From an optimization exercise on the open Yosys and OpenROAD flow, aimed at small area, a short achievable clock period and few clock cycles per item; shortcuts taken in it are not production practice.
No run shown here included a check of the RTL's function; only the layout flow was run.
Power figures rest on the tool's default switching activity, not on a simulated workload.

[flow/constraint.sdc]
create_clock -name core_clock -period 6.5 [get_ports {clk}]
set_input_delay 1.3000 -clock core_clock [delete_from_list [all_inputs] [get_ports {clk}]]
set_output_delay 1.3000 -clock core_clock [all_outputs]
set_load 0.01 [all_outputs]
[flow/design.v]
module fft_pingpong_mem
(
  input  logic        clk,
  input  logic        we,
  input  logic [7:0]  wr_hi,
  input  logic [7:0]  wr_lo,
  input  logic [19:0] wr_data,
  input  logic [7:0]  rd_hi,
  input  logic [7:0]  rd_lo,
  output logic [19:0] rd_data
);
  logic [19:0] mem [64];
  logic [19:0] grp [8];
  always_ff @(posedge clk) begin
    for (int k = 0; k < 64; k++)
      if (we && wr_hi[k/8] && wr_lo[k%8])
        mem[k] <= wr_data;
  end
  always_comb begin
    for (int g = 0; g < 8; g++) begin
      grp[g] = '0;
      for (int l = 0; l < 8; l++)
        grp[g] = grp[g] | (mem[8*g+l] & {20{rd_lo[l]}});
    end
    rd_data = '0;
    for (int g = 0; g < 8; g++)
      rd_data = rd_data | (grp[g] & {20{rd_hi[g]}});
  end
endmodule
module fft_bitrev_buf
(
  input  logic clk,
  input  logic rst,
  input  logic din_vld,
  input  logic din_last,
  input  logic [9:0] din_re,
  input  logic [9:0] din_im,
  input  logic dout_rdy,
  output logic din_rdy,
  output logic dout_vld,
  output logic dout_last,
  output logic [5:0] dout_idx,
  output logic [9:0] dout_re,
  output logic [9:0] dout_im,
  output logic err_frame
);
  function automatic logic [5:0] bitrev(input logic [5:0] v);
    logic [5:0] r;
    for (int i = 0; i < 6; i++)
      r[i] = v[5-i];
    bitrev = r;
  endfunction
  function automatic logic [7:0] onehot3(input logic [2:0] v);
    onehot3 = 8'd1 << v;
  endfunction
  function automatic logic [5:0] rd_slot(input logic p, input logic [5:0] c);
    rd_slot = p ? c : bitrev(c);
  endfunction
  logic [19:0] in_data;     
  logic        in_vld;
  logic [5:0]  wr_cnt;      
  logic        wr_par;      
  logic        free_q;      
  logic        rdy_q;       
  logic        in_free;     
  logic [5:0]  rd_cnt;      
  logic        rd_par;      
  logic [7:0]  rd_hi;       
  logic [7:0]  rd_lo;       
  logic [1:0]  n_full;      
  logic        vld_q;
  logic [19:0] out_data;
  logic [5:0]  out_idx;
  logic        out_last;
  logic        acc;
  logic        acc_wrap;
  logic        we;
  logic        wr_wrap;
  logic        ld;
  logic        ld_wrap;
  logic [19:0] rd_data;
  logic [7:0]  wr_hi;       
  logic [7:0]  wr_lo;       
  logic [5:0]  slot_w;
  logic [5:0]  wr_cnt_n;
  logic        wr_par_n;
  logic [5:0]  rd_cnt_i;    
  logic        rd_par_i;
  logic [5:0]  slot_i;
  logic        free_h;      
  logic        free_l;      
  logic        free_n;
  logic        in_vld_n;
  assign din_rdy  = rdy_q;
  assign dout_vld = vld_q;
  assign in_free  = !in_vld | free_q;
  assign acc      = din_vld & in_free;
  assign acc_wrap = in_vld ? (wr_cnt == 6'd62) : (wr_cnt == 6'd63);
  assign we       = in_vld & free_q;
  assign wr_wrap  = (wr_cnt == 6'd63);
  assign ld       = (!vld_q | dout_rdy) & ((n_full != 2'd0) | (acc & acc_wrap));
  assign ld_wrap  = (rd_cnt == 6'd63);
  fft_pingpong_mem u_mem (
    .clk     (clk),
    .we      (free_q),
    .wr_hi   (wr_hi),
    .wr_lo   (wr_lo),
    .wr_data (in_data),
    .rd_hi   (rd_hi),
    .rd_lo   (rd_lo),
    .rd_data (rd_data)
  );
  always_comb begin
    wr_cnt_n = we ? wr_cnt + 6'd1 : wr_cnt;
    wr_par_n = (we & wr_wrap) ? ~wr_par : wr_par;
    slot_w   = wr_par_n ? bitrev(wr_cnt_n) : wr_cnt_n;
    rd_cnt_i = rd_cnt + 6'd1;
    rd_par_i = ld_wrap ? ~rd_par : rd_par;
    slot_i   = rd_slot(rd_par_i, rd_cnt_i);
    free_h   = (wr_par_n == rd_par)   || (wr_cnt_n < rd_cnt);
    free_l   = (wr_par_n == rd_par_i) || (wr_cnt_n < rd_cnt_i);
    free_n   = ld ? free_l : free_h;
    in_vld_n = in_free ? din_vld : in_vld;
  end
  always_ff @(posedge clk) begin
    if (rst) begin
      in_vld    <= 1'b0;
      wr_cnt    <= '0;
      wr_par    <= 1'b0;
      wr_hi     <= 8'd1;
      wr_lo     <= 8'd1;
      free_q    <= 1'b1;
      rdy_q     <= 1'b1;
      rd_cnt    <= '0;
      rd_par    <= 1'b0;
      rd_hi     <= 8'd1;
      rd_lo     <= 8'd1;
      n_full    <= '0;
      vld_q     <= 1'b0;
      err_frame <= 1'b0;
    end else begin
      in_vld  <= in_vld_n;
      wr_cnt  <= wr_cnt_n;
      wr_par  <= wr_par_n;
      wr_hi   <= onehot3(slot_w[5:3]);
      wr_lo   <= onehot3(slot_w[2:0]);
      free_q  <= free_n;
      rdy_q   <= !in_vld_n || free_n;
      if (ld) begin
        rd_cnt <= rd_cnt_i;
        rd_par <= rd_par_i;
        rd_hi  <= onehot3(slot_i[5:3]);
        rd_lo  <= onehot3(slot_i[2:0]);
      end
      n_full  <= n_full + 2'((acc & acc_wrap)) - 2'((ld & ld_wrap));
      if (acc && (din_last != acc_wrap))
        err_frame <= 1'b1;
      if (ld)
        vld_q <= 1'b1;
      else if (dout_rdy)
        vld_q <= 1'b0;
    end
  end
  always_ff @(posedge clk) begin
    if (in_free)
      in_data <= {din_re, din_im};
  end
  always_ff @(posedge clk) begin
    if (rst) begin
      out_data <= '0;
      out_idx  <= '0;
      out_last <= 1'b0;
    end else if (ld) begin
      out_data <= rd_data;
      out_idx  <= bitrev(rd_cnt);
      out_last <= ld_wrap;
    end else if (dout_rdy) begin
      out_data <= '0;
      out_idx  <= '0;
      out_last <= 1'b0;
    end
  end
  assign dout_re   = out_data[19:10];
  assign dout_im   = out_data[9:0];
  assign dout_idx  = out_idx;
  assign dout_last = out_last;
endmodule
[flow/config.mk]
export PLATFORM = sky130hd
export DESIGN_NAME = fft_bitrev_buf
export DESIGN_NICKNAME = fft_bitrev_buf
export VERILOG_FILES = /design/flow/design.v
export SDC_FILE = /design/flow/constraint.sdc
export NUM_CORES = 4
export LEC_CHECK = 0
export CAP_MARGIN = 20
export CORE_MARGIN = 2
export CORE_UTILIZATION = 55
export CTS_BUF_LIST = sky130_fd_sc_hd__clkbuf_16
export CTS_CLUSTER_DIAMETER = 80
export CTS_CLUSTER_SIZE = 25
export SETUP_SLACK_MARGIN = 4.0
export SLEW_MARGIN = 20
[flow/run.sh]
#!/bin/bash
# synth_recipe.tcl (not shown) runs the flow's synth.tcl, then flattens the netlist and writes it again
# the make line also repeats each setting of config.mk as NAME=value (left out here)
make -C /OpenROAD-flow-scripts/flow DESIGN_CONFIG=/design/flow/config.mk WORK_HOME=/design/flow/orfs CLKGATE_MAP_FILE= SYNTH_SCRIPT=/design/flow/synth_recipe.tcl finish
==> flow_summary_export.csv, run 1 <==
group,metric,value,unit
run_status,status,"complete, no violations",
sta,fmax,380,MHz
worst_setup_path,cp.arrival,3.15,ns
placement,detailed_place_hpwl,75.0,mm
logic_synthesis,muxShareOfSynthArea,0.144,%
floorplan,core-area,91200,um^2
clocking,cts_max_path_buffers,3,
grt,antenna_found_initial,6,
grt,grt_usage,31.3,%
detailed_routing,drtAntennaViolNets,0,
detailed_routing,drc_errors,0,
logic_synthesis,synthAdderAreaFrac,0.372,%
placement,portBuffers,54,
sta,clock_skew,0.0324,ns
clocking,cts-htree-levels,3,
detailed_routing,vias_per_cell,6.98,
logic_synthesis,synthDistinctLibCells,62,
clocking,root_buffer,"clkbuf_16",
sta,hold_viol,0,
finish,syn_to_final_growth,10.2,%
worst_setup_path,path_buf_inv,1,
logic_synthesis,synth-async-reset-ratio,0,%
grt,grt_overflow,0,
sta,period_share,40.5,%
clocking,cts_tree,"yes",
worst_setup_path,cp_common_cell,"nand4_1",
min_path,min_path_type,"reg -> reg",
sta,relSlewSlack,39.6,%
logic_synthesis,syn-mean-instance-area,17.5,um^2
worst_setup_path,path_class,"reg -> reg",
detailed_routing,wl_per_cell,36.0,um
finish,instances_no_fill,4165,
finish,nNetsFinal,2984,
logic_synthesis,postSynthCellCount,2878,
clocking,path_clk_slew,0.10,ns
logic_synthesis,synth-simple-area-share,4.85,%
clocking,cts_sinks,1380,
grt,grt_pass1_vias,27300,
worst_setup_path,critPathRequiredTime,7.02,ns
min_path,hold_depth,2,
pwr,vdd_drop_max,0.193,mV
job,cap_viol_max_count,0,
logic_synthesis,synth_top_area_share,77.4,%
finish,final_cell_mix,"1,300 x edfxtp_1, 691 x a22oi_1, 184 x nand4_1",
worst_setup_path,worst-path-stages,7,
worst_setup_path,worst_setup_path_end_kind,"register",
placement,gp_congestion,0.885,
floorplan,rows,111,
worst_setup_path,ff2ff_path_depth,7,
sta,setup_viol,0,
logic_synthesis,synth.area.top_cells,"edfxtp_1 77%, a22oi_1 11%, dfxtp_1 3.2%",
floorplan,die_y,307,um
finish,final_layout_size_suffix_gt1_share,12.0,%
pwr,leakage,17.0,nW
worst_setup_path,cp_top_family,"compound AO/OA/AOI/OAI gates",
sta,rsz0062_at_grt,"yes",
logic_synthesis,synth_top_family_by_area,"compound AO/OA/AOI/OAI gates",
logic_synthesis,ys_ff_latch,1380,
sta,period_minus_slack,2.63,ns
worst_setup_path,crit_fanout,58,
sta,setup_tns,0,ns
clocking,ctsHoldBuffers,0,
logic_synthesis,synth_area_leader_cell,"edfxtp_1",
worst_setup_path,crit_chain,"buf_16 > a22oi_1 > nand4_1 > a22oi_2 > nand4_1 > nand2_1 > a21oi_1",
detailed_routing,routed_wl,150,mm
floorplan,io_pins,55,
grt,grt_max_degree,81,
clocking,cts_inserted_buffers,66,
sta,worstMarginPinSlew,0.903,ns
logic_synthesis,ys.flop_type,"edfxtp_1",
logic_synthesis,synth_xor_area_share,0.447,%
worst_setup_path,max_stage_delay,0.50,ns
logic_synthesis,ys_warn_count,4,
clocking,clk_latency,0.66,ns
detailed_routing,drtPass1Iterations,6,
floorplan,dieArea,94100,um^2
worst_setup_path,cpMaxStageDelayCell,"dfxtp_4",
logic_synthesis,syn_nets,2918,
finish,final_common_cell,"edfxtp_1",
detailed_routing,drtIter0Drc,4601,
placement,place_inst,4025,
floorplan,die_x,307,um
worst_setup_path,critPathLaunchType,"register",
logic_synthesis,synth-compound-area-share,11.9,%
logic_synthesis,ys_seq_area_share,80.6,%
logic_synthesis,synth_area,50400,um^2
sta,slew_viol_final,0,
logic_synthesis,synth_edf_count,1300,
floorplan,initial_utilization,55.3,%
pwr,p_per_area,266,nW/um^2
grt,grt_first_pass_wirelength,207,mm
detailed_routing,via_count,29100,
flip-flops by register name, summed over array words and instances (netlist names), 2 cells and up:
signal     cells
wr_lo          8
out_idx        6
wr_cnt         6
rd_cnt         6
rd_hi          8
wr_hi          8
in_data       20
out_data      20
n_full         2
u_mem.mem   1280
rd_lo          8
Yosys cell counts, types with 3 or more instances:
cell and instances:
a21oi_1 41, a22o_1 5, a22oi_1 720, a31oi_1 6
a32o_1 4, and2_1 6, and3_1 68, buf_1 5
buf_2 11, clkbuf_1 180, dfxtp_1 80, edfxtp_1 1300
ha_1 15, inv_1 14, mux2i_1 5, nand2_1 47
nand2b_1 9, nand3_1 35, nand3b_1 9, nand4_1 184
nor2_1 38, nor2b_1 6, nor3_1 7, nor4_1 3
o21ai_0 12, o22ai_1 3, or3_1 3, xnor2_1 15
xor2_1 5
logic make-up after synthesis:
group                    Yosys count
flip-flops                      1380
XOR/XNOR                          22
AO/OA/AOI/OAI                    815
multiplexers                       7
AND/OR/NAND/NOR                  426
buffers and inverters            213
adder cells (fa/ha/maj)           15
final timing paths:
check	slack, ns	endpoint	startpoint
max	3.87	out_data[12]$_SDFFE_PP0P_	rd_lo[5]$_SDFFE_PP0P_
min	0.47	out_idx[1]$_SDFFE_PP0P_	out_idx[1]$_SDFFE_PP0P_
max reg2reg	3.87	out_data[12]$_SDFFE_PP0P_	rd_lo[5]$_SDFFE_PP0P_
min reg2reg	0.47	out_idx[1]$_SDFFE_PP0P_	out_idx[1]$_SDFFE_PP0P_
per-stage QoR:
step	instance area [um^2]	worst slack (ns)	hold slack [ns]	util (%)	power, mW
finish	55500	3.87	0.472	60.9	14.8
global route	55500	3.95	0.488	60.9	15.1
CTS	55300	3.99	0.473	60.6	14.8
detailed placement	52600	2.23	0.461	57.6	10.2
global placement	52600	2.29	0.461	57.6	10.2
floorplan	50400	3.91	0.474	-	10.1
worst min-delay path, delay by kind of cell (launching register included):
family / cells / cell delay [ns]
simple gates: 1 / 0.06
compound gates: 1 / 0.05
flops: 1 / 0.32
where the power goes:
group	internal, mW	switching [mW]
clock network	2.04	2.68
registers	9.73	0.0234
logic	0.0553	0.222
timing repair:
item,4_1_cts,5_1_grt
pin swaps,5,8
cloned,9,0
endpoints found under the setup margin,100,31
gates resized for setup,227,31
buffers inserted,20,7
per-layer routing:
layer  vias to the layer above  routed length, um  GRT usage (%)
met5                         -                 28              0
met4                         4               5660           11.0
met3                       259              14400           4.57
met2                      1634              70700           49.4
met1                     15100              59200           45.0
li1                      12100                  -              -
area by class of cell:
type,instances,area [um^2]
antenna,2,5.00
fill,6603,35700
inverter,14,56.3
timing repair buffer,193,1980
clock inverter,30,179
tap,1186,1480
multi-input combinational,1288,9280
sequential,1380,40800
timing repair inverter,1,5.00
clock buffer,71,1780
==> inputs of run 2 (changes only) <==
--- a/flow/design.v
+++ b/flow/design.v
@@ -89,4 +89,3 @@
   logic [5:0]  slot_i;
-  logic        free_h;      
-  logic        free_l;      
+  logic [6:0]  occ;         
   logic        free_n;
@@ -119,5 +118,3 @@
     slot_i   = rd_slot(rd_par_i, rd_cnt_i);
-    free_h   = (wr_par_n == rd_par)   || (wr_cnt_n < rd_cnt);
-    free_l   = (wr_par_n == rd_par_i) || (wr_cnt_n < rd_cnt_i);
-    free_n   = ld ? free_l : free_h;
+    free_n   = ld || !((occ == 7'd64) || (we && (occ == 7'd63)));
     in_vld_n = in_free ? din_vld : in_vld;
@@ -132,2 +129,3 @@
       free_q    <= 1'b1;
+      occ       <= '0;
       rdy_q     <= 1'b1;
@@ -147,2 +145,3 @@
       free_q  <= free_n;
+      occ     <= occ + 7'(we) - 7'(ld);
       rdy_q   <= !in_vld_n || free_n;
==> run 2 against run 1 <==
Clock power is 1% lower. Combinational power grew 130%. Worst hold slack barely moved. Global-route usage shrank 0.28 points. Critical endpoint is now occ[6]$_SDFF_PP0_. Largest power group unchanged.
==> flow_summary_export.csv, run 2 <==
group,metric,value,unit
logic_synthesis,synth_xor_area_share,0.344,%
worst_setup_path,crit_chain,"buf_12 > inv_8 > o41a_4 > or2_4 > inv_16 > ha_4 > inv_2 > ha_4 > fa_2 > a21oi_2 > o21bai_2 > a21o_1 > a21oi_2 > mux2_2",
worst_setup_path,crit_fanout,2,
finish,final_common_cell,"edfxtp_1",
sta,hold_viol,0,
floorplan,dieArea,95100,um^2
pwr,vdd_drop_max,0.219,mV
grt,grt_overflow,0,
clocking,cts-htree-levels,3,
worst_setup_path,path_buf_inv,4,
logic_synthesis,muxShareOfSynthArea,0.228,%
logic_synthesis,synth-compound-area-share,12.4,%
job,cap_viol_max_count,0,
floorplan,initial_utilization,55.5,%
worst_setup_path,critPathLaunchType,"input port",
logic_synthesis,ys_ff_latch,1387,
worst_setup_path,worst_setup_path_end_kind,"register",
logic_synthesis,synth_top_family_by_area,"compound AO/OA/AOI/OAI gates",
grt,grt_first_pass_wirelength,208,mm
placement,portBuffers,54,
detailed_routing,drc_errors,0,
sta,setup_tns,0,ns
sta,period_minus_slack,3.28,ns
logic_synthesis,synthMostInstantiatedCell,"edfxtp_1",
finish,final_util,61.4,%
logic_synthesis,synthDistinctLibCells,68,
logic_synthesis,synth_area_leader_cell,"edfxtp_1",
detailed_routing,routed_wl,149,mm
finish,final_layout_size_suffix_gt1_share,13.6,%
finish,syn_to_final_growth,10.5,%
clocking,clk_latency,0.66,ns
logic_synthesis,synth-async-reset-ratio,0,%
worst_setup_path,path_class,"in -> reg",
detailed_routing,drtIter0Drc,4602,
detailed_routing,via_count,29400,
clocking,path_clk_slew,0.09,ns
finish,largest-register,"u_mem.mem",
logic_synthesis,synth-simple-area-share,4.73,%
finish,final_cell_mix,"1,300 x edfxtp_1, 713 x a22oi_1, 165 x nand4_1",
finish,reg_top3,"u_mem.mem x1280, in_data x20, out_data x20",
clocking,ctsHoldBuffers,0,
clocking,cts_tree,"yes",
grt,antenna_found_initial,7,
logic_synthesis,synth_edf_count,1300,
worst_setup_path,critPathRequiredTime,7.03,ns
logic_synthesis,synth_top_area_share,76.6,%
run_status,status,"complete, no violations",
detailed_routing,drtPass1Iterations,6,
sta,clock_skew,0.0335,ns
placement,detailed_place_hpwl,73.1,mm
sta,slew_viol_final,0,
detailed_routing,vias_per_cell,6.91,
sta,relSlewSlack,22.3,%
grt,grt_usage,31.0,%
detailed_routing,drtAntennaViolNets,0,
min_path,min_path_type,"reg -> reg",
logic_synthesis,syn_nets,2934,
logic_synthesis,syn-mean-instance-area,17.6,um^2
logic_synthesis,synth_common_cells,"1,300 x edfxtp_1, 720 x a22oi_1, 176 x clkbuf_1",
finish,nNetsFinal,3015,
sta,rsz0062_at_grt,"yes",
worst_setup_path,cp.arrival,3.81,ns
sta,hold_slack,0.472,ns
sta,fmax,305,MHz
logic_synthesis,synth.area.top_cells,"edfxtp_1 77%, a22oi_1 11%, dfxtp_1 3.4%",
floorplan,die_y,308,um
pwr,p_per_area,270,nW/um^2
clocking,cts_inserted_buffers,66,
placement,gp_congestion,0.829,
logic_synthesis,ys_warn_count,4,
logic_synthesis,ys.flop_type,"edfxtp_1",
logic_synthesis,synthAdderAreaFrac,0.432,%
clocking,cts_max_path_buffers,3,
grt,grt_pass1_vias,28000,
clocking,cts_sinks,1387,
worst_setup_path,cp_top_family,"compound AO/OA/AOI/OAI gates",
sta,period_share,50.5,%
floorplan,die_x,308,um
detailed_routing,wl_per_cell,34.9,um
grt,grt_max_degree,104,
floorplan,core-area,91800,um^2
clocking,root_buffer,"clkbuf_16",
logic_synthesis,postSynthCellCount,2892,
logic_synthesis,ys_seq_area_share,80.0,%
worst_setup_path,max_stage_delay,0.47,ns
pwr,leakage,17.3,nW
floorplan,io_pins,55,
sta,setup_viol,0,
sta,worstMarginPinSlew,1.16,ns
finish,largest_register_ffs,1280,
logic_synthesis,synth_area,51000,um^2
floorplan,rows,111,
worst_setup_path,cpMaxStageDelayCell,"o41a_4",
==> run 2: per-stage QoR <==
| step | total power [mW] | worst slack, ns | instance area, um^2 | instances |
|---|---|---|---|---|
| 6_report | 15.2 | 3.22 | 56300 | 4257 |
| 5_1_grt | 15.6 | 3.16 | 56300 | 4253 |
| 4_1_cts | 15.3 | 3.25 | 55900 | 4235 |
| 3_5_place_dp | 10.7 | 0.883 | 53200 | 4090 |
| 3_3_place_gp | 10.7 | 0.999 | 53200 | 4090 |
| 2_1_floorplan | 10.4 | 2.53 | 51100 | 2892 |
==> run 2: area by class of cell <==
cell class	instances	area [um^2]
antenna	4	10.0
timing repair inverter	4	71.3
clock inverter	34	158
tap	1243	1560
timing repair buffer	213	2200
inverter	19	97.6
clock buffer	71	1780
multi-input combinational	1282	9570
sequential	1387	40900
fill	6573	35500
==> run 2: worst reg2reg max path: stages (launching register included) <==
cell and delay, ns:
dfxtp_2 0.48, nand4_2 0.22, o41a_4 0.51, or2_4 0.30, inv_16 0.08, ha_4 0.12
inv_2 0.03, ha_4 0.15, fa_2 0.39, a21oi_2 0.15, o21bai_2 0.08, a21o_1 0.17
a21oi_2 0.12, mux2_2 0.33
==> run 2: power breakdown <==
part	switching (mW)	leakage, nW	internal (mW)
sequential	0.0472	12.5	9.89
combinational	0.439	3.76	0.189
clock	2.68	1.04	2.00
==> run 2: cell families after synthesis <==
kind of cell             after synthesis
flip-flops                          1387
AO/OA/AOI/OAI                        844
AND/OR/NAND/NOR                      389
buffers and inverters                224
XOR/XNOR                              20
adder cells (fa/ha/maj)               17
multiplexers                          11
==> run 2: path summary, 6_finish.rpt <==
check	startpoint	endpoint	slack [ns]	cells past startpoint
hold reg to reg	out_idx[4]$_SDFFE_PP0P_	out_idx[4]$_SDFFE_PP0P_	0.47	2
setup reg to reg	wr_cnt[3]$_SDFF_PP0_	occ[6]$_SDFF_PP0_	3.27	13
hold / removal	out_idx[4]$_SDFFE_PP0P_	out_idx[4]$_SDFFE_PP0P_	0.47	2
setup / recovery	din_vld	occ[6]$_SDFF_PP0_	3.22	14
==> run 2: timing repair <==
action                                  4_1_cts  5_1_grt
gates cloned                                  9        1
gates resized for setup                     245       34
endpoints found under the setup margin       90       51
setup buffers                                31       17
pin swaps                                    16       18
==> run 2: routing by layer <==
layer,track usage (%),part of all wire [%],vias up
met3,3.72,9.0,222
li1,-,-,12200
met1,44.9,40,15300
met2,49.8,48,1702
met5,0,0.018,-
met4,9.64,3.1,4
==> inputs of run 3 (changes only) <==
--- a/flow/design.v
+++ b/flow/design.v
@@ -90,2 +90,4 @@
   logic [6:0]  occ;         
+  logic [6:0]  occ_h;       
+  logic [6:0]  occ_l;       
   logic        free_n;
@@ -119,2 +121,4 @@
     free_n   = ld || !((occ == 7'd64) || (we && (occ == 7'd63)));
+    occ_h    = we ? occ + 7'd1 : occ;
+    occ_l    = we ? occ : occ - 7'd1;
     in_vld_n = in_free ? din_vld : in_vld;
@@ -145,3 +149,3 @@
       free_q  <= free_n;
-      occ     <= occ + 7'(we) - 7'(ld);
+      occ     <= ld ? occ_l : occ_h;
       rdy_q   <= !in_vld_n || free_n;
==> run 3 against run 2 <==
Still clean. Final area decreased by 0.98%. Fmax up 23%. Setup slack better by 0.61 ns. Area after synthesis shrank 0.73%. Global-route usage up 0.54 points. First-iteration DRC count up 2.9%. Routed wire length increased by 1.7%. Utilization decreased by 0.33 points. Final cell count fell by 1.3%. Combinational power shrank 55%. Sequential cell count is the same. Sequential power fell by 1%.
==> flow_summary_export.csv, run 3 <==
group,metric,value,unit
run_status,status,"complete, no violations",
clocking,clk_latency,0.65,ns
sta,period_share,41.1,%
worst_setup_path,path_class,"in -> reg",
sta,period_minus_slack,2.67,ns
grt,grt_pass1_vias,28100,
logic_synthesis,synth_edf_count,1300,
worst_setup_path,cp.arrival,3.23,ns
logic_synthesis,synthMostInstantiatedCell,"edfxtp_1",
detailed_routing,drc_errors,0,
clocking,cts_inserted_buffers,66,
logic_synthesis,syn-mean-instance-area,17.4,um^2
worst_setup_path,worst_setup_path_end_kind,"register",
finish,antenna_cells,0,
grt,antenna_found_initial,9,
pwr,p_per_area,263,nW/um^2
pwr,vdd_drop_max,0.234,mV
clocking,cts_max_path_buffers,3,
logic_synthesis,ys.flop_type,"edfxtp_1",
logic_synthesis,synth-async-reset-ratio,0,%
logic_synthesis,synth.area.top_cells,"edfxtp_1 77%, a22oi_1 10%, dfxtp_1 3.4%",
placement,portBuffers,54,
detailed_routing,drtAntennaViolNets,0,
pwr,power_frac_seq,66.8,%
detailed_routing,wl_per_cell,36.0,um
sta,rsz0062_at_grt,"yes",
logic_synthesis,synthDistinctLibCells,60,
pwr,p_comb_share,1.9,%
grt,grt_first_pass_wirelength,210,mm
logic_synthesis,synth_area,50600,um^2
floorplan,initial_utilization,55.4,%
grt,grt_overflow,0,
placement,detailed_place_hpwl,77.1,mm
sta,worstMarginPinSlew,0.937,ns
worst_setup_path,critPathRequiredTime,7.07,ns
worst_setup_path,critPathLaunchType,"input port",
detailed_routing,drtPass1Iterations,6,
pwr,power.share.switching,19.8,%
logic_synthesis,postSynthCellCount,2904,
worst_setup_path,crit_fanout,3,
min_path,min_path_type,"reg -> reg",
pwr,leakage,17.0,nW
finish,final_common_cell,"edfxtp_1",
logic_synthesis,synth_top_area_share,77.2,%
logic_synthesis,ys_ff_latch,1387,
detailed_routing,via_count,29700,
pwr,switchingPower,2.91,mW
clocking,cts_tree,"yes",
pwr,finalPower,14.7,mW
finish,largest_register_ffs,1280,
floorplan,die_x,307,um
sta,fmax,375,MHz
floorplan,rows,111,
finish,reg_top3,"u_mem.mem x1280, in_data x20, out_data x20",
finish,nNetsFinal,3026,
placement,gp_congestion,0.870,
floorplan,core-area,91400,um^2
pwr,clkPwrFrac,31.3,%
finish,final_layout_size_suffix_gt1_share,12.5,%
placement,dpl_cell_area,52800,um^2
job,cap_viol_max_count,0,
detailed_routing,vias_per_cell,7.06,
sta,hold_slack,0.468,ns
worst_setup_path,reg2reg_setup_slack,3.87,ns
sta,hold_viol,0,
detailed_routing,drtIter0Drc,4735,
clocking,cts_sinks,1387,
logic_synthesis,syn_nets,2940,
floorplan,die_y,307,um
grt,grt_usage,31.5,%
sta,setup_viol,0,
floorplan,dieArea,94400,um^2
detailed_routing,routed_wl,151,mm
finish,multi_input_area,9250,um^2
finish,final_cell_mix,"1,300 x edfxtp_1, 685 x a22oi_1, 165 x nand4_1",
clocking,ctsHoldBuffers,0,
sta,clock_skew,0.0311,ns
finish,design_area,55800,um^2
clocking,cts-htree-levels,3,
logic_synthesis,ys_warn_count,4,
clocking,path_clk_slew,0.09,ns
floorplan,io_pins,55,
logic_synthesis,synth_area_leader_cell,"edfxtp_1",
pwr,p_int,11.8,mW
finish,syn_to_final_growth,10.2,%
sta,relSlewSlack,37.5,%
grt,grt_max_degree,78,
finish,nFillCells,6589,
finish,largest-register,"u_mem.mem",
logic_synthesis,ys_seq_area_share,80.6,%
logic_synthesis,synth_common_cells,"1,300 x edfxtp_1, 701 x a22oi_1, 168 x clkbuf_1",
sta,setup_tns,0,ns
clocking,root_buffer,"clkbuf_16",
sta,slew_viol_final,0,
finish,ff_latch_area,40900,um^2
[run 3: cell types whose count changed after synthesis, moves of 8 or more]
| cell | delta |
|---|---|
| a41oi_1 | +19 |
| nand2_1 | +25 |
| o21ai_0 | +14 |
| nor2_1 | +11 |
| and4_1 | -22 |
| a211oi_2 | -20 |
| nand3b_1 | -8 |
| buf_2 | +12 |
| a22oi_1 | -19 |
| a21oi_1 | +17 |
| nand3_1 | +36 |
| clkbuf_1 | -8 |
[run 3: worst paths after layout]
kind	start	to	cells past startpoint
min reg2reg	out_idx[2]$_SDFFE_PP0P_	out_idx[2]$_SDFFE_PP0P_	2
max reg2reg	wr_cnt[0]$_SDFF_PP0_	occ[6]$_SDFFE_PP0P_	13
min	out_idx[2]$_SDFFE_PP0P_	out_idx[2]$_SDFFE_PP0P_	2
max	din_vld	occ[6]$_SDFFE_PP0P_	11
[run 3: per-layer routing]
metal | vias to the layer above | wire length [um] | GRT usage (%)
met5 | - | 10 | 0
met4 | 2 | 5400 | 10.0
met3 | 286 | 16500 | 6.76
met2 | 1847 | 70600 | 48.9
met1 | 15400 | 58800 | 45.2
li1 | 12200 | - | -
[run 3: kinds of logic (layout without fill, tap and decap cells)]
kind of cell | after synthesis | count (layout) | share of synthesized area, %
compound gates | 843 | 843 | 12.2
xor+xnor | 25 | 25 | 0.485
fa+ha+maj | 11 | 11 | 0.287
buf+inv | 215 | 326 | 1.67
flops | 1387 | 1387 | 80.6
mux | 11 | 11 | 0.230
simple gates | 412 | 412 | 4.53
[run 3: area by class of cell]
cell class,count,share of cell area [%]
clock buffer,69,3.10
clock inverter,24,0.227
inverter,15,0.148
multi-input combinational,1302,16.6
sequential,1387,73.3
tap,1186,2.66
timing repair buffer,217,3.93
timing repair inverter,1,0.0202
[run 3: timing repair]
item,in CTS,in global routing
pin swaps,11,17
cloned,7,2
resized for setup,243,37
setup buffers,23,18
endpoints found under the setup margin,98,56
[run 3: stage by stage]
step | cells | util, % | worst slack [ns]
global route | 4201 | 61.0 | 3.79
detailed placement | 4058 | 57.8 | 2.19
finish | 4201 | 61.0 | 3.83
CTS | 4181 | 60.6 | 3.87
global placement | 4058 | 57.8 | 2.33
floorplan | 2904 | - | 3.37
[run 3: power by group through the flow]
| stage | combinational [mW] | sequential, mW | clock, mW |
|---|---|---|---|
| after floorplan | 0.0673 | 10.1 | 0 |
| after global placement | 0.265 | 10.0 | 0 |
| after detailed placement | 0.276 | 10.0 | 0 |
| after CTS | 0.279 | 9.79 | 4.65 |
| after global routing | 0.300 | 9.80 | 4.93 |
| final | 0.285 | 9.80 | 4.59 |
[run 3: critical path, stage by stage]
cell and delay [ns]:
buf_6 0.09, nand4_4 0.10, a21o_4 0.27, buf_6 0.14, fa_2 0.38, nor2b_4 0.12
o31a_1 0.18, o21ai_2 0.08, a211o_1 0.28, a21o_1 0.16, a21oi_1 0.12
==> inputs of run 4 (changes only) <==
--- a/flow/design.v
+++ b/flow/design.v
@@ -90,4 +90,7 @@
   logic [6:0]  occ;         
+  logic [6:0]  occ_m;       
   logic [6:0]  occ_h;       
   logic [6:0]  occ_l;       
+  logic [6:0]  occ_mh;      
+  logic [6:0]  occ_ml;
   logic        free_n;
@@ -122,3 +125,5 @@
     occ_h    = we ? occ + 7'd1 : occ;
-    occ_l    = we ? occ : occ - 7'd1;
+    occ_l    = we ? occ : occ_m;
+    occ_mh   = we ? occ : occ_m;
+    occ_ml   = we ? occ_m : occ_m - 7'd1;
     in_vld_n = in_free ? din_vld : in_vld;
@@ -134,2 +139,3 @@
       occ       <= '0;
+      occ_m     <= 7'h7f;
       rdy_q     <= 1'b1;
@@ -150,2 +156,3 @@
       occ     <= ld ? occ_l : occ_h;
+      occ_m   <= ld ? occ_ml : occ_mh;
       rdy_q   <= !in_vld_n || free_n;
==> run 4 against run 3 <==
Combinational power is 19% higher. Register-to-register slack better by 0.15 ns. Die area is 1.2% higher. Sequential cell count is 7 higher. Critical path type unchanged. Critical path depth is 1 lower. Clock-buffer cell count is 2 higher. First-iteration DRC count is 0.95% higher. Still clean on timing, DRC and antenna. Power is 2.2% higher. Area after synthesis is 1.3% higher.
==> flow_summary_export.csv, run 4 <==
group,metric,value,unit
logic_synthesis,ys.flop_type,"edfxtp_1",
detailed_routing,drtIter0Drc,4780,
grt,grt_first_pass_wirelength,210,mm
clocking,cts_sinks,1394,
logic_synthesis,synthMostInstantiatedCell,"edfxtp_1",
placement,portBuffers,54,
worst_setup_path,crit_chain,"buf_12 > inv_12 > o41a_4 > nor4_4 > ha_1 > inv_2 > ha_4 > xor2_2 > xnor2_1 > nor2_1",
finish,reg_top3,"u_mem.mem x1280, in_data x20, out_data x20",
placement,pre_cts_ws,2.51,ns
clocking,clk_latency,0.66,ns
sta,period_share,38.6,%
detailed_routing,via_count,30100,
grt,grt_overflow,0,
sta,relSlewSlack,33.4,%
clocking,cts_tree,"yes",
clocking,root_buffer,"clkbuf_16",
logic_synthesis,postSynthCellCount,2959,
logic_synthesis,synth_edf_count,1300,
clocking,cts_inserted_buffers,67,
job,cap_viol_max_count,0,
worst_setup_path,cp.arrival,3.03,ns
clocking,ctsHoldBuffers,0,
detailed_routing,drtAntennaViolNets,0,
sta,hold_viol,0,
floorplan,initial_utilization,55.7,%
detailed_routing,drc_errors,0,
logic_synthesis,synth_common_cells,"1,300 x edfxtp_1, 723 x a22oi_1, 178 x clkbuf_1",
worst_setup_path,path_class,"in -> reg",
sta,worst_slack,3.99,ns
sta,hold_slack,0.471,ns
detailed_routing,vias_per_cell,6.97,
sta,setup_tns,0,ns
logic_synthesis,ys_warn_count,4,
finish,instances_no_fill,4319,
logic_synthesis,syn_nets,2992,
clocking,path_clk_slew,0.09,ns
clocking,cts-htree-levels,3,
detailed_routing,routed_wl,152,mm
floorplan,io_pins,55,
finish,final_cell_mix,"1,300 x edfxtp_1, 694 x a22oi_1, 165 x nand4_1",
finish,largest_register_ffs,1280,
detailed_routing,drtPass1Iterations,6,
min_path,min_path_type,"reg -> reg",
pwr,p_per_area,266,nW/um^2
grt,antenna_found_initial,11,
run_status,status,"complete, no violations",
logic_synthesis,synth-async-reset-ratio,0,%
sta,slew_viol_final,0,
sta,setup_viol,0,
logic_synthesis,ys_seq_area_share,79.9,%
sta,rsz0062_at_grt,"yes",
sta,period_minus_slack,2.51,ns
finish,final_util,61.4,%
finish,final_layout_size_suffix_gt1_share,12.5,%
floorplan,die_y,309,um
sta,clock_skew,0.0334,ns
worst_setup_path,worst_setup_path_end_kind,"register",
finish,final_common_cell,"edfxtp_1",
worst_setup_path,max_stage_delay,0.57,ns
floorplan,dieArea,95600,um^2
logic_synthesis,synth_area,51200,um^2
detailed_routing,wl_per_cell,35.1,um
worst_setup_path,cpMaxStageDelayCell,"o41a_4",
grt,grt_pass1_vias,28300,
finish,largest-register,"u_mem.mem",
placement,gp_congestion,0.867,
finish,nFillCells,6711,
floorplan,core-area,91900,um^2
grt,grt_usage,31.2,%
pwr,vdd_drop_max,0.209,mV
grt,grt_max_degree,79,
worst_setup_path,crit_fanout,5,
logic_synthesis,synth_top_area_share,76.2,%
floorplan,die_x,309,um
placement,dpl_cell_area,53500,um^2
floorplan,rows,111,
finish,design_area,56400,um^2
placement,place_inst,4159,
finish,nNetsFinal,3061,
sta,fmax,399,MHz
logic_synthesis,ys_ff_latch,1394,
placement,detailed_place_hpwl,75.1,mm
logic_synthesis,synth.area.top_cells,"edfxtp_1 76%, a22oi_1 11%, dfxtp_1 3.7%",
pwr,leakage,17.3,nW
logic_synthesis,syn-mean-instance-area,17.3,um^2
worst_setup_path,path_buf_inv,3,
worst_setup_path,critPathLaunchType,"input port",
worst_setup_path,critPathRequiredTime,7.02,ns
finish,syn_to_final_growth,10.1,%
sta,worstMarginPinSlew,0.997,ns
logic_synthesis,synthDistinctLibCells,76,
clocking,cts_max_path_buffers,3,
worst_setup_path,cp_top_family,"compound AO/OA/AOI/OAI gates",
pwr,finalPower,15.0,mW
logic_synthesis,synth_area_leader_cell,"edfxtp_1",
[run 4: cell count changes after synthesis, sizes merged, moves of 8 or more]
cell,delta
a211oi,+27
a21oi,-11
a22oi,+22
a41oi,-20
and3,+15
and4,+19
clkbuf,+10
mux2i,-8
nand2,-14
nand3,-14
nor2,-17
[run 4: worst reg2reg max path, stage by stage, from the launching register on]
cell,delay [ns]
dfxtp_4,0.47
buf_16,0.26
a22oi_1,0.40
nand4_1,0.20
a22oi_2,0.48
and4_2,0.39
a211oi_1,0.09
[run 4: cells by family (layout without fill, tap and decap cells)]
logic type	after synthesis	in the layout	synth area share (%)
AOI/OAI and AO/OA	891	891	12.9
xor gates and xnor gates	19	19	0.325
adders and majority gates	8	8	0.195
buffers and inverters	224	335	1.76
DFF	1394	1394	79.9
muxes	1	1	0.0195
other	0	5	0
and+or+nand+nor	422	423	4.98
[run 4: final timing paths]
path	from	endpoint	slack (ns)	cells past startpoint
max	din_vld	n_full[1]$_SDFF_PP0_	3.99	10
min	out_idx[2]$_SDFFE_PP0P_	out_idx[2]$_SDFFE_PP0P_	0.47	2
max reg2reg	rd_lo[1]$_SDFFE_PP0P_	out_data[7]$_SDFFE_PP0P_	4.02	6
min reg2reg	out_idx[2]$_SDFFE_PP0P_	out_idx[2]$_SDFFE_PP0P_	0.47	2
[run 4: area by class of cell]
class                      count  area [um^2]  share of cell area (%)
tap                         1243         1560                    2.76
clock inverter                41          223                   0.395
antenna                        5         12.5                  0.0222
timing repair buffer         207         2080                    3.69
timing repair inverter         1         5.00                 0.00887
inverter                      15         77.6                   0.137
multi-input combinational   1342         9700                    17.2
clock buffer                  71         1780                    3.15
sequential                  1394        41000                    72.7
[run 4: layer usage]
layer | global-route usage (%) | share of wire, % | vias to the layer above
met5 | 0 | 0.021 | -
met4 | 9.37 | 2.8 | 4
met3 | 5.50 | 10 | 216
met2 | 49.2 | 47 | 1735
met1 | 45.1 | 40 | 15600
li1 | - | - | 12500
[run 4: timing repair]
item / CTS / global route
cloned: 8 / 1
endpoints found under the setup margin: 111 / 56
setup buffers: 25 / 9
gates resized for setup: 235 / 28
pin swaps: 11 / 6
[run 4: where the power goes]
| group | internal [mW] | switching (mW) |
|---|---|---|
| Clock | 2.05 | 2.71 |
| Combinational | 0.0725 | 0.267 |
| Sequential | 9.85 | 0.0409 |

what the ideal ports hide:
The results above use ideal ports. As a check the final layouts listed here were re-extracted and re-timed, cells and wires unchanged. Step 1 (the two cells are an assumption about what drives the block):
set clk [get_ports {clk}]
set_driving_cell -lib_cell sky130_fd_sc_hd__clkbuf_16 $clk
set_driving_cell -lib_cell sky130_fd_sc_hd__buf_2 [delete_from_list [all_inputs] $clk]
Step 2 times the ports against the registers' clock, not the clock port: input delays grow and output delays shrink by t, the midpoint of the rising clock arrivals with the driver on. Three values: ideal, step 1, step 2; two values: the first two.
run | t (ns) | slack for setup (ns) | worst setup path after step 2 | latest minus earliest clock arrival (ns) | pins driven straight from the clock port
run 1 | 0.718 | 3.869 / 3.869 / 3.472 | input to register | 0.033 / 0.033 | 1
run 2 | 0.713 | 3.218 / 3.225 / 2.512 | input to register | 0.034 / 0.034 | 1
run 3 | 0.717 | 3.832 / 3.856 / 3.139 | input to register | 0.036 / 0.036 | 1
run 4 | 0.718 | 3.994 / 3.973 / 3.272 | input to register | 0.036 / 0.036 | 1
After both steps setup and hold are still met in every run listed. The setup slack of run 4, which loses most, moves by -0.021 ns with the drivers and by -0.722 ns with both steps.
